Background: an optimization exercise with open tools, aiming at small area, a short achievable clock period and few clock cycles. Do not read the settings as production practice.
The RTL was checked by simulation tests, not by an equivalence proof against the original design.
Power is estimated from default activity; no workload was simulated.

**flow/run.sh**
```bash
#!/bin/bash
# synth_recipe.tcl (not shown) runs the flow's synth.tcl, then flattens the netlist and writes it again
# the make line also repeats each setting of config.mk as NAME=value (left out here)
make -C /OpenROAD-flow-scripts/flow DESIGN_CONFIG=/design/flow/config.mk WORK_HOME=/design/flow/orfs CLKGATE_MAP_FILE= SYNTH_SCRIPT=/design/flow/synth_recipe.tcl finish
```
**flow/config.mk**
```make
export PLATFORM = sky130hd
export DESIGN_NAME = calc_top
export DESIGN_NICKNAME = calc_top
export VERILOG_FILES = /design/flow/design.v
export SDC_FILE = /design/flow/constraint.sdc
export NUM_CORES = 4
export LEC_CHECK = 0
export CAP_MARGIN = 20
export CORE_MARGIN = 2
export CORE_UTILIZATION = 40
export SLEW_MARGIN = 20
```
**flow/constraint.sdc**
```tcl
create_clock -name core_clock -period 4.4 [get_ports {c_clk}]
set_input_delay 0.8800 -clock core_clock [delete_from_list [all_inputs] [get_ports {c_clk}]]
set_output_delay 0.8800 -clock core_clock [all_outputs]
set_load 0.01 [all_outputs]
```
**flow/design.v**
```verilog
`default_nettype none
package calc_pkg;
	localparam int DATA_W    = 32;
	localparam int CMD_W     = 4;
	localparam int RESP_W    = 2;
	localparam int NUM_PORTS = 4;
	localparam int PORT_ID_W = 2;
	localparam int SHAMT_W   = 5;
	typedef enum logic [CMD_W-1:0] {
		CMD_NOP = 4'd0,
		CMD_ADD = 4'd1,
		CMD_SUB = 4'd2,
		CMD_SHL = 4'd5,
		CMD_SHR = 4'd6
	} cmd_e;
	typedef enum logic [RESP_W-1:0] {
		RESP_NONE    = 2'd0,
		RESP_OK      = 2'd1,
		RESP_OVFL    = 2'd2,	 
		RESP_BAD_CMD = 2'd3
	} resp_e;
	typedef enum logic [1:0] {
		OP_ADD,
		OP_SUB,
		OP_SHL,
		OP_SHR
	} op_kind_e;
	typedef struct packed {
		logic [DATA_W-SHAMT_W-1:0] pad;	 
		logic [SHAMT_W-1:0]        shamt;
	} shift_op_t;
	typedef union packed {
		logic [DATA_W-1:0] word;
		shift_op_t         sh;
	} operand2_u;
endpackage
`default_nettype wire
`timescale 1ns/1ps
`default_nettype none
module port_front (
	input  logic                        c_clk,
	input  logic                        rst_n,
	input  logic [calc_pkg::CMD_W-1:0]  cmd,
	input  logic [calc_pkg::DATA_W-1:0] data,
	output logic [calc_pkg::RESP_W-1:0] resp,
	output logic [calc_pkg::DATA_W-1:0] resp_data
);
	localparam int DATA_W = calc_pkg::DATA_W;
	logic              opc;	 
	logic              k_sub, k_shl, k_shift, k_bad;	 
	logic              o_rev;	 
	logic [1:0]        rq;	 
	logic [DATA_W-1:0] acc;	 
	logic [DATA_W-1:0] sum;
	logic              cout;
	logic [DATA_W-1:0] shr;
	logic [DATA_W-1:0] sh_in;
	add_sub_unit u_as (.a(acc), .b(data), .sub(k_sub), .res(sum), .cout(cout));
	for (genvar i = 0; i < DATA_W; i++) begin : g_rev
		assign sh_in[i] = k_shl ? acc[DATA_W-1-i] : acc[i];
	end
	shift_unit u_sh (.a(sh_in), .shamt(data[calc_pkg::SHAMT_W-1:0]), .res(shr));
	always_ff @(posedge c_clk or negedge rst_n) begin
		if (!rst_n) begin
			opc <= 1'b0;
			rq  <= calc_pkg::RESP_NONE;
		end else begin
			opc <= !opc && (cmd != calc_pkg::CMD_NOP);
			if (!opc)
				rq <= calc_pkg::RESP_NONE;
			else if (k_bad)
				rq <= calc_pkg::RESP_BAD_CMD;
			else if (!k_shift && cout)
				rq <= calc_pkg::RESP_OVFL;
			else
				rq <= calc_pkg::RESP_OK;
		end
	end
	always_ff @(posedge c_clk) begin
		k_sub   <= (cmd == calc_pkg::CMD_SUB);
		k_shl   <= (cmd == calc_pkg::CMD_SHL);
		k_shift <= (cmd == calc_pkg::CMD_SHL) || (cmd == calc_pkg::CMD_SHR);
		k_bad   <= (cmd != calc_pkg::CMD_ADD) && (cmd != calc_pkg::CMD_SUB) &&
		           (cmd != calc_pkg::CMD_SHL) && (cmd != calc_pkg::CMD_SHR);
		o_rev   <= k_shl;
		if (!opc)
			acc <= data;
		else if (k_shift)
			acc <= shr;
		else
			acc <= sum;
	end
	logic ok;
	assign ok   = (rq == calc_pkg::RESP_OK);
	assign resp = rq;
	for (genvar i = 0; i < DATA_W; i++) begin : g_out
		assign resp_data[i] = ok && (o_rev ? acc[DATA_W-1-i] : acc[i]);
	end
endmodule
`default_nettype wire
`timescale 1ns/1ps
`default_nettype none
module add_sub_unit (
	input  logic [calc_pkg::DATA_W-1:0] a,
	input  logic [calc_pkg::DATA_W-1:0] b,
	input  logic                        sub,
	output logic [calc_pkg::DATA_W-1:0] res,
	output logic                        cout
);
	localparam int DATA_W = calc_pkg::DATA_W;
	logic [DATA_W:0] s;
	assign s    = {1'b0, a ^ {DATA_W{sub}}} + {1'b0, b};
	assign cout = s[DATA_W];
	assign res  = s[DATA_W-1:0] ^ {DATA_W{sub}};
endmodule
`default_nettype wire
`timescale 1ns/1ps
`default_nettype none
module shift_unit (
	input  logic [calc_pkg::DATA_W-1:0]  a,
	input  logic [calc_pkg::SHAMT_W-1:0] shamt,
	output logic [calc_pkg::DATA_W-1:0]  res
);
	assign res = a >> shamt;
endmodule
`default_nettype wire
`timescale 1ns/1ps
`default_nettype none
module calc_top (
	input  logic                        c_clk,
	input  logic                        rst_n,
	input  logic [calc_pkg::CMD_W-1:0]  req1_cmd,
	input  logic [calc_pkg::DATA_W-1:0] req1_data,
	input  logic [calc_pkg::CMD_W-1:0]  req2_cmd,
	input  logic [calc_pkg::DATA_W-1:0] req2_data,
	input  logic [calc_pkg::CMD_W-1:0]  req3_cmd,
	input  logic [calc_pkg::DATA_W-1:0] req3_data,
	input  logic [calc_pkg::CMD_W-1:0]  req4_cmd,
	input  logic [calc_pkg::DATA_W-1:0] req4_data,
	output logic [calc_pkg::RESP_W-1:0] resp1,
	output logic [calc_pkg::DATA_W-1:0] data1,
	output logic [calc_pkg::RESP_W-1:0] resp2,
	output logic [calc_pkg::DATA_W-1:0] data2,
	output logic [calc_pkg::RESP_W-1:0] resp3,
	output logic [calc_pkg::DATA_W-1:0] data3,
	output logic [calc_pkg::RESP_W-1:0] resp4,
	output logic [calc_pkg::DATA_W-1:0] data4
);
	port_front u_p1 (.c_clk, .rst_n, .cmd(req1_cmd), .data(req1_data), .resp(resp1), .resp_data(data1));
	port_front u_p2 (.c_clk, .rst_n, .cmd(req2_cmd), .data(req2_data), .resp(resp2), .resp_data(data2));
	port_front u_p3 (.c_clk, .rst_n, .cmd(req3_cmd), .data(req3_data), .resp(resp3), .resp_data(data3));
	port_front u_p4 (.c_clk, .rst_n, .cmd(req4_cmd), .data(req4_data), .resp(resp4), .resp_data(data4));
endmodule
`default_nettype wire
```
==> impl_metrics.env, run 1 <==
export IMPL_synth_fp_nets=3436
export IMPL_htree_levels=4
export IMPL_num_vias=24900
export IMPL_cap_violations=0
export IMPL_r2r_start="u_p3.k_sub"
export IMPL_timing_final_crit_share=0.869
export IMPL_synth_simple_area_share=0.151
export IMPL_synthesis_area_um2=24500
export IMPL_totalWireLength_mm=89.8
export IMPL_finalNetCount=3572
export IMPL_fill_cells=5983
export IMPL_yosysTopAreaCellShare=0.118
export IMPL_synthAdderAreaFrac=0.0849
export IMPL_clockBufferDepth=2
export IMPL_max_freq_mhz=261
export IMPL_yosys_most_used_dff="dfxtp_1"
export IMPL_clkLatencyLatePin_ns=0.51
export IMPL_syn_inst=3126
export IMPL_multi_input_area_um2=20100
export IMPL_grt_max_degree=54
export IMPL_place_detailed_hpwl_mm=70.9
export IMPL_post_cts_buffers=0
export IMPL_start_kind="flop"
export IMPL_drive_gt1_frac=0.0879
export IMPL_synth_top_family_by_area="multiplexers"
export IMPL_track_usage=0.276
export IMPL_synth_xor_area_frac=0.134
export IMPL_worst_slew_pin_slew_ns=1.04
export IMPL_drt_pass1_iter_count=8
export IMPL_ys_seq_area_frac=0.135
export IMPL_area_growth_synth_to_final_pct=16.5
export IMPL_regArea_um2=3330
export IMPL_synth_compound_area_frac=0.212
export IMPL_critPathMaxFanout=20
export IMPL_power_density_nw_per_um2=687
export IMPL_port_buffers=281
export IMPL_rsz0062_at_grt="no"
export IMPL_cts_resized=0
export IMPL_finalSetupTns_ns=0
export IMPL_critPathLaunch="u_p3.k_sub"
export IMPL_drt_iter0_drc=2422
export IMPL_hold_buffers=0
export IMPL_cts_tree="done"
export IMPL_placed_cell_area_um2=27900
export IMPL_die_x_um=252
export IMPL_fp_coreArea_um2=60500
export IMPL_hold_start="u_p1.k_bad"
export IMPL_status="finished clean"
export IMPL_yosysUniqueCellTypes=78
export IMPL_postSynth_asyncResetShare=0.0750
export IMPL_clk_pin_slew_ns=0.07
export IMPL_overflow=0
export IMPL_numCtsBuffers=17
export IMPL_dieArea_um2=63300
export IMPL_grt_pass1_wl_mm=138
export IMPL_yosys_warnings=1
export IMPL_yosys_top_cells_area="dfxtp_1 12%, mux2i_1 11%, mux4_2 10%"
export IMPL_num_antenna_cells=0
export IMPL_dp_slack_ns=0.189
export IMPL_synth_mux_area_fraction=0.236
export IMPL_power_w=0.0196
export IMPL_slew_violations=0
export IMPL_endpoint_kind="flop"
export IMPL_synth_avg_cell_area_um2=7.85
export IMPL_io_pins=282
export IMPL_drc=0
export IMPL_grt_pass1_vias=23400
export IMPL_antenna_found_initial=0
export IMPL_worst_slack_ns=0.575
export IMPL_setup_viol=0
export IMPL_synth_edf_count=4
export IMPL_floorplan_rows=90
export IMPL_critPathKind="flop to flop"
export IMPL_r2r_setup_slack_ns=0.58
export IMPL_finalWeightedCongestion=0.963
export IMPL_synth_commonest_cells="403 x nor2_1, 280 x mux2i_1, 277 x a21oi_1"
export IMPL_period_minus_slack_ns=3.82
export IMPL_viasPerCell=6.14
export IMPL_ir_drop_v=0.000359
export IMPL_relSlewSlack=0.306
export IMPL_start_util=0.406
export IMPL_die_y_um=252
export IMPL_hold_viol_final=0
export IMPL_final_area_um2=28600
export IMPL_cp_data_arrival_time_ns=4.22
export IMPL_clock_sinks=160
export IMPL_p_leak_nw=11.5
export IMPL_ys_ff_latch=160
export IMPL_cp_required_ns=4.79
export IMPL_synth_most_common_cell="nor2_1"
export IMPL_yosys_area_top_type="dfxtp_1"
export IMPL_hold_class="flop to flop"
export IMPL_root_buffer="clkbuf_16"
export IMPL_finClkSkew_ns=0.0194
export IMPL_wl_per_cell_um=22.1
export IMPL_ant_nets=0
metrics by stage:
stage / util / hold WS (ns) / cells
CTS: 0.472 / 0.499 / 4057
global placement: 0.462 / 0.461 / 4025
finish: 0.473 / 0.499 / 4057
floorplan: - / 0.326 / 3126
detailed placement: 0.462 / 0.476 / 4025
global route: 0.473 / 0.525 / 4057
final timing paths:
kind | end | cells after the start
hold reg to reg | u_p1.rq[1] | 2
max in group asynchronous | u_p4.opc | 1
setup reg to reg | u_p3.rq[1] | 12
hold / removal | u_p1.rq[1] | 2
setup / recovery | u_p3.rq[1] | 12
min in group asynchronous | u_p2.opc | 1
where the power goes:
part	total [W]	internal (W)	leakage, nW	switching (W)
sequential	0.00390	0.00212	1.40	0.00178
combinational	0.0140	0.00649	9.76	0.00754
clock	0.00171	0.000950	0.308	0.000761
total	0.0196	0.00956	11.5	0.0101
layer usage:
metal  track usage  vias up  part of all wire
met5             0        -                 0
met4        0.0849        0             0.026
met3        0.0360      125             0.070
met2         0.425     1072              0.44
met1         0.399    12000              0.46
li1              -    11700                 -
state kept, by name (all words and copies together), names as in the netlist, 2 cells and up:
signal,flops
u_p1.acc,32
u_p3.rq,2
u_p2.rq,2
u_p3.acc,32
u_p1.rq,2
u_p2.acc,32
u_p4.acc,32
u_p4.rq,2
final cells by class:
type	count	share of cell area
clock buffers	19	0.0162
inverters	72	0.00946
repair buffers	344	0.115
clock inverters	13	0.00600
multi-input cells	2667	0.702
well taps	782	0.0342
flip-flops and latches	160	0.117
cell usage in the layout, fill, tap and decap left out, types with 12 or more instances in the layout:
cell	instances
a31oi_1	31
a21o_1	69
dfxtp_1	132
nor2b_1	12
and3_1	13
clkdlybuf4s50_1	277
nand2_1	250
o21a_1	18
o211ai_1	28
o22ai_1	32
o221ai_1	37
o21bai_1	19
nor2_1	403
mux4_2	111
nand4_1	24
o21ai_0	189
buf_4	61
a21oi_1	277
nor3_1	43
xnor2_1	188
mux2_2	44
clkbuf_16	18
inv_1	62
nor4_1	12
ha_1	160
nand2b_1	23
xor2_1	186
a211oi_1	28
mux2i_1	280
nand3_1	36
cells by family (layout without fill, tap and decap cells):
kind of cell | Yosys count | in the layout
buffers and inverters | 299 | 448
flip-flops | 160 | 160
multiplexers | 435 | 435
adder cells (fa/ha/maj) | 164 | 164
AND/OR/NAND/NOR | 860 | 860
XOR/XNOR | 374 | 374
AO/OA/AOI/OAI | 834 | 834
worst max-delay path, cell delays in order (launching register included):
cell,delay (ns)
dfxtp_4,0.48
buf_4,0.38
xor2_1,0.28
ha_1,0.30
a21oi_1,0.17
o21ai_0,0.10
nor3_1,0.60
a31oi_1,0.21
o21ai_1,0.30
a311oi_2,0.22
a221o_1,0.35
a211oi_1,0.24
nor2_1,0.07
Testbench counts, summed over its fixed seeds: cycles 2,408.
==> run 2, diff against run 1 <==
--- a/flow/design.v
+++ b/flow/design.v
@@ -49,5 +49,6 @@
 	logic              opc;	 
 	logic              k_sub, k_shl, k_shift, k_bad;	 
-	logic              o_rev;	 
+	logic              g_fwd;	 
+	logic              g_rev;	 
 	logic [1:0]        rq;	 
 	logic [DATA_W-1:0] acc;	 
@@ -55,14 +56,19 @@
 	logic              cout;
 	logic [DATA_W-1:0] shr;
-	logic [DATA_W-1:0] sh_in;
+	logic [DATA_W-1:0] prep;
+	for (genvar i = 0; i < DATA_W; i++) begin : g_prep
+		assign prep[i] = (cmd == calc_pkg::CMD_SHL) ? data[DATA_W-1-i] :
+		                 (cmd == calc_pkg::CMD_SUB) ? !data[i] : data[i];
+	end
 	add_sub_unit u_as (.a(acc), .b(data), .sub(k_sub), .res(sum), .cout(cout));
-	for (genvar i = 0; i < DATA_W; i++) begin : g_rev
-		assign sh_in[i] = k_shl ? acc[DATA_W-1-i] : acc[i];
-	end
-	shift_unit u_sh (.a(sh_in), .shamt(data[calc_pkg::SHAMT_W-1:0]), .res(shr));
+	shift_unit u_sh (.a(acc), .shamt(data[calc_pkg::SHAMT_W-1:0]), .res(shr));
+	logic ovfl;
+	assign ovfl = !k_shift && cout;
 	always_ff @(posedge c_clk or negedge rst_n) begin
 		if (!rst_n) begin
-			opc <= 1'b0;
-			rq  <= calc_pkg::RESP_NONE;
+			opc   <= 1'b0;
+			rq    <= calc_pkg::RESP_NONE;
+			g_fwd <= 1'b0;
+			g_rev <= 1'b0;
 		end else begin
 			opc <= !opc && (cmd != calc_pkg::CMD_NOP);
@@ -71,8 +77,10 @@
 			else if (k_bad)
 				rq <= calc_pkg::RESP_BAD_CMD;
-			else if (!k_shift && cout)
+			else if (ovfl)
 				rq <= calc_pkg::RESP_OVFL;
 			else
 				rq <= calc_pkg::RESP_OK;
+			g_fwd <= opc && !k_bad && !ovfl && !k_shl;
+			g_rev <= opc && !k_bad && k_shl;
 		end
 	end
@@ -83,7 +91,6 @@
 		k_bad   <= (cmd != calc_pkg::CMD_ADD) && (cmd != calc_pkg::CMD_SUB) &&
 		           (cmd != calc_pkg::CMD_SHL) && (cmd != calc_pkg::CMD_SHR);
-		o_rev   <= k_shl;
 		if (!opc)
-			acc <= data;
+			acc <= prep;
 		else if (k_shift)
 			acc <= shr;
@@ -91,15 +98,15 @@
 			acc <= sum;
 	end
-	logic ok;
-	assign ok   = (rq == calc_pkg::RESP_OK);
 	assign resp = rq;
 	for (genvar i = 0; i < DATA_W; i++) begin : g_out
-		assign resp_data[i] = ok && (o_rev ? acc[DATA_W-1-i] : acc[i]);
-	end
-endmodule
-`default_nettype wire
-`timescale 1ns/1ps
-`default_nettype none
-module add_sub_unit (
+		assign resp_data[i] = (g_fwd && acc[i]) || (g_rev && acc[DATA_W-1-i]);
+	end
+endmodule
+`default_nettype wire
+`timescale 1ns/1ps
+`default_nettype none
+module add_sub_unit #(
+	parameter int ARCH = 1
+) (
 	input  logic [calc_pkg::DATA_W-1:0] a,
 	input  logic [calc_pkg::DATA_W-1:0] b,
@@ -108,9 +115,49 @@
 	output logic                        cout
 );
-	localparam int DATA_W = calc_pkg::DATA_W;
-	logic [DATA_W:0] s;
-	assign s    = {1'b0, a ^ {DATA_W{sub}}} + {1'b0, b};
-	assign cout = s[DATA_W];
-	assign res  = s[DATA_W-1:0] ^ {DATA_W{sub}};
+	localparam int N  = calc_pkg::DATA_W;
+	localparam int LV = $clog2(N);
+	logic [N-1:0] g [LV+1];
+	logic [N-1:0] p [LV+1];
+	assign g[0] = a & b;
+	assign p[0] = a ^ b;
+	for (genvar l = 0; l < LV; l++) begin : g_lv
+		for (genvar i = 0; i < N; i++) begin : g_bit
+			localparam int D = 1 << l;
+			localparam bit KS = (i >= D);
+			localparam bit SK = ((i >> l) & 1) == 1;
+			localparam int SKJ = ((i >> l) << l) - 1;
+			localparam bit BKU = ((i + 1) % (2 * D)) == 0;
+			localparam bit USE = (ARCH == 0) ? KS : (ARCH == 1) ? SK : BKU;
+			localparam int J = (ARCH == 0) ? i - D : (ARCH == 1) ? SKJ : i - D;
+			if (USE) begin : g_op
+				assign g[l+1][i] = g[l][i] | (p[l][i] & g[l][J]);
+				assign p[l+1][i] = p[l][i] & p[l][J];
+			end else begin : g_pass
+				assign g[l+1][i] = g[l][i];
+				assign p[l+1][i] = p[l][i];
+			end
+		end
+	end
+	logic [N-1:0] c;
+	if (ARCH == 2) begin : g_bk_down
+		logic [N-1:0] gd [LV];
+		assign gd[LV-1] = g[LV];
+		for (genvar l = LV - 2; l >= 0; l--) begin : g_dn
+			for (genvar i = 0; i < N; i++) begin : g_bit
+				localparam int D = 1 << l;
+				localparam bit USE = ((i + 1) % (2 * D)) == D && i >= 2 * D;
+				if (USE) begin : g_op
+					assign gd[l][i] = gd[l+1][i] | (p[l][i] & gd[l+1][i-D]);
+				end else begin : g_pass
+					assign gd[l][i] = gd[l+1][i];
+				end
+			end
+		end
+		assign c = gd[0];
+	end else begin : g_direct
+		assign c = g[LV];
+	end
+	assign cout = c[N-1];
+	assign res  = p[0] ^ {c[N-2:0], 1'b0} ^ {N{sub}};
 endmodule
 `default_nettype wire
==> flow/flow/run.sh (new file) <==
#!/bin/bash
# The standard layout, with the ports buffered by buf_1 instead of the
# default clkdlybuf4s50_1 delay cell. Every port still gets its own buffer.
set -e
cp standard.sh standard.sh.log
echo "export BUFFER_PORTS_ARGS = -buffer_cell sky130_fd_sc_hd__buf_1" >> config.mk
export BUFFER_PORTS_ARGS="-buffer_cell sky130_fd_sc_hd__buf_1"
bash standard.sh > standard.log 2>&1
==> flow/standard.sh (new file) <==
#!/bin/bash
# synth_recipe.tcl (not shown) runs the flow's synth.tcl, then flattens the netlist and writes it again
# the make line also repeats each setting of config.mk as NAME=value (left out here)
make -C /OpenROAD-flow-scripts/flow DESIGN_CONFIG=/design/flow/config.mk WORK_HOME=/design/flow/orfs CLKGATE_MAP_FILE= SYNTH_SCRIPT=/design/flow/synth_recipe.tcl "${@:-finish}"
--- a/flow/config.mk
+++ b/flow/config.mk
@@ -9,3 +9,5 @@
 export CORE_MARGIN = 2
 export CORE_UTILIZATION = 40
+export SETUP_SLACK_MARGIN = 1.5
 export SLEW_MARGIN = 20
+export BUFFER_PORTS_ARGS = -buffer_cell sky130_fd_sc_hd__buf_1
removed: flow/run.sh
==> impl_metrics.env, run 2 <==
export IMPL_htree_levels=4
export IMPL_cpLargestDelayFamily="compound AO/OA/AOI/OAI gates"
export IMPL_yosys_top_cells_area="dfxtp_1 12%, xnor2_1 11%, mux4_2 8.6%"
export IMPL_grt_max_degree=66
export IMPL_timing_final_crit_share=0.674
export IMPL_viasPerCell=6.17
export IMPL_track_usage=0.283
export IMPL_path_buf_inv=2
export IMPL_hold_buffers=0
export IMPL_drc=0
export IMPL_cp_required_ns=4.77
export IMPL_ys_seq_area_frac=0.159
export IMPL_final_hold_worst_slack_ns=0.405
export IMPL_clock_sinks=164
export IMPL_yosys_warnings=4
export IMPL_yosys_area_top_type="dfxtp_1"
export IMPL_synth_most_common_cell="nand2_1"
export IMPL_totalWireLength_mm=81.5
export IMPL_die_x_um=237
export IMPL_p_leak_nw=9.70
export IMPL_antenna_found_initial=7
export IMPL_worstPathCellList="clkbuf_16 > ha_4 > inv_2 > fa_2 > nor2b_1 > o21a_1 > a311o_2 > a21oi_4 > o31ai_4 > fa_2 > xnor2_1 > o22ai_1 > nand2_1 > o21ai_1"
export IMPL_finalNetCount=3207
export IMPL_place_detailed_hpwl_mm=59.6
export IMPL_grt_pass1_wl_mm=125
export IMPL_final_area_um2=25000
export IMPL_worst_slew_pin_slew_ns=1.17
export IMPL_ant_nets=0
export IMPL_cap_violations=0
export IMPL_cp_slowest_stage_delay_ns=0.57
export IMPL_port_buffers=281
export IMPL_status="finished clean"
export IMPL_synth_commonest_cells="384 x nand2_1, 280 x xnor2_1, 220 x o21ai_0"
export IMPL_cts_tree="done"
export IMPL_synthesis_area_um2=21800
export IMPL_start_kind="primary input"
export IMPL_fp_coreArea_um2=53800
export IMPL_cp_data_arrival_time_ns=3.34
export IMPL_setup_viol=0
export IMPL_area_growth_synth_to_final_pct=14.8
export IMPL_path_common_cell="fa_2"
export IMPL_drt_iter0_drc=1971
export IMPL_drt_pass1_iter_count=6
export IMPL_yosysTopAreaCellShare=0.125
export IMPL_drive_gt1_frac=0.141
export IMPL_synth_edf_count=8
export IMPL_layout_commonest_cell="nand2_1"
export IMPL_hold_class="flop to flop"
export IMPL_yosys_most_used_dff="dfxtp_1"
export IMPL_clkLatencyLatePin_ns=0.51
export IMPL_hold_viol_final=0
export IMPL_relSlewSlack=0.221
export IMPL_final_cell_mix="382 x nand2_1, 273 x xnor2_1, 257 x buf_1"
export IMPL_slew_violations=0
export IMPL_start_util=0.405
export IMPL_critPathKind="primary input to flop"
export IMPL_ir_drop_v=0.000379
export IMPL_endpoint_kind="flop"
export IMPL_floorplan_rows=85
export IMPL_cpMaxStageDelayCell="fa_2"
export IMPL_clk_pin_slew_ns=0.08
export IMPL_dieArea_um2=56300
export IMPL_power_density_nw_per_um2=632
export IMPL_max_freq_mhz=337
export IMPL_ys_ff_latch=164
export IMPL_postSynth_asyncResetShare=0.122
export IMPL_num_vias=22400
export IMPL_syn_inst=2743
export IMPL_power_w=0.0158
export IMPL_synth_fp_nets=3033
export IMPL_io_pins=282
export IMPL_clockBufferDepth=2
export IMPL_finalWeightedCongestion=0.947
export IMPL_yosysUniqueCellTypes=88
export IMPL_root_buffer="clkbuf_16"
export IMPL_utilization=0.465
export IMPL_finalSetupTns_ns=0
export IMPL_numCtsBuffers=17
export IMPL_grt_pass1_vias=21200
export IMPL_period_minus_slack_ns=2.97
export IMPL_synth_avg_cell_area_um2=7.94
export IMPL_die_y_um=237
export IMPL_rsz0062_at_grt="yes"
export IMPL_wl_per_cell_um=22.5
export IMPL_finClkSkew_ns=0.0185
export IMPL_overflow=0
export IMPL_placed_cell_area_um2=23600
export IMPL_critPathMaxFanout=4
## run 2: cell count changes in the layout (fill, tap and decap cells not counted), sizes merged, moves of 127 or more
| cell | change |
|---|---|
| a22o | +127 |
| buf | +294 |
| clkdlybuf4s50 | -277 |
| mux2i | -192 |
| nand2 | +134 |
| nor2 | -240 |
## run 2: through the flow
step	worst slack, ns	std cells
after floorplan	1.14	2743
after global placement	0.701	3549
after detailed placement	0.632	3549
after CTS	1.43	3604
after global routing	1.35	3626
final	1.43	3628
## run 2: routing by layer
| layer | global-route usage | share of wire |
|---|---|---|
| met5 | 0 | 0.00064 |
| met1 | 0.388 | 0.44 |
| met4 | 0.0865 | 0.024 |
| met3 | 0.0495 | 0.077 |
| met2 | 0.452 | 0.46 |
## run 2: layout make-up
type                            instances  area [um^2]
Antenna cell                            2         5.00
Clock buffer                           17          425
Clock inverter                         15          153
Fill cell                            5434        28800
Inverter                               73          302
Multi-Input combinational cell       2289        17900
Sequential cell                       164         3500
Tap cell                              696          871
Timing Repair Buffer                  372         1870
## run 2: final timing paths
| path | endpoint | start | cells after the start | slack, ns |
|---|---|---|---|---|
| max | u_p1.acc[16] | req1_data[0] | 14 | 1.43 |
| min | u_p2.g_fwd | u_p2.k_shl | 1 | 0.40 |
| max reg2reg | u_p1.acc[16] | u_p1.acc[5] | 10 | 1.46 |
| min reg2reg | u_p2.g_fwd | u_p2.k_shl | 1 | 0.40 |
| max in group asynchronous | u_p4.g_rev | rst_n | 1 | 3.41 |
| min in group asynchronous | u_p3.opc | rst_n | 1 | 0.45 |
## run 2: worst register-to-register path, delay by kind of cell, from the launching register on
family	cells	cell delay (ns)
AOI/OAI and AO/OA	5	0.93
adders and majority gates	2	0.92
DFF	1	0.58
and+or+nand+nor	2	0.25
xor gates and xnor gates	1	0.12
## run 2: timing repair
action | in CTS | in global routing
setup endpoints to repair | 162 | 114
gates cloned | 0 | 0
pin swaps | 38 | 50
resized for setup | 48 | 82
buffers inserted | 23 | 21
## run 2: report_power, final
group,internal [W],switching [W]
clock network,0.000756,0.000828
logic,0.00496,0.00534
registers,0.00220,0.00172
total,0.00791,0.00789
## run 2: cell families after synthesis
group,share of synthesized area
DFF,0.159
adders and majority gates,0.0896
muxes,0.131
buffers and inverters,0.0516
xor gates and xnor gates,0.141
and+or+nand+nor,0.141
AOI/OAI and AO/OA,0.287
Testbench counts of run 2, summed over its fixed seeds: cycles 2,408.

==> separate check: timing with driven ports <==
Ports are ideal in the flow. The routed layouts listed here were re-timed in OpenROAD. Step 1, drivers: a clkbuf_16 drives c_clk and a buf_2 each remaining input, both assumed. Step 2, shift: input delay + t, output delay - t, t = (earliest + latest rising clock arrival at the registers) / 2. This alone moves slack from input paths to output paths. a / b / c = ideal / step 1 / step 2; a / b = the first two.
run	t (ns)	setup WS [ns]	worst hold slack (ns)	clock arrival spread, ns
run 1	0.562	0.575 / 0.575 / 0.120	0.499 / 0.499 / 0.499	0.021 / 0.022
run 2	0.553	1.432 / 1.445 / 0.892	0.405 / 0.405 / 0.405	0.024 / 0.024
After both steps setup and hold are still met in every run listed. For run 2, which loses most, drivers alone change the setup slack by +0.013 ns; drivers and shift together by -0.540 ns.
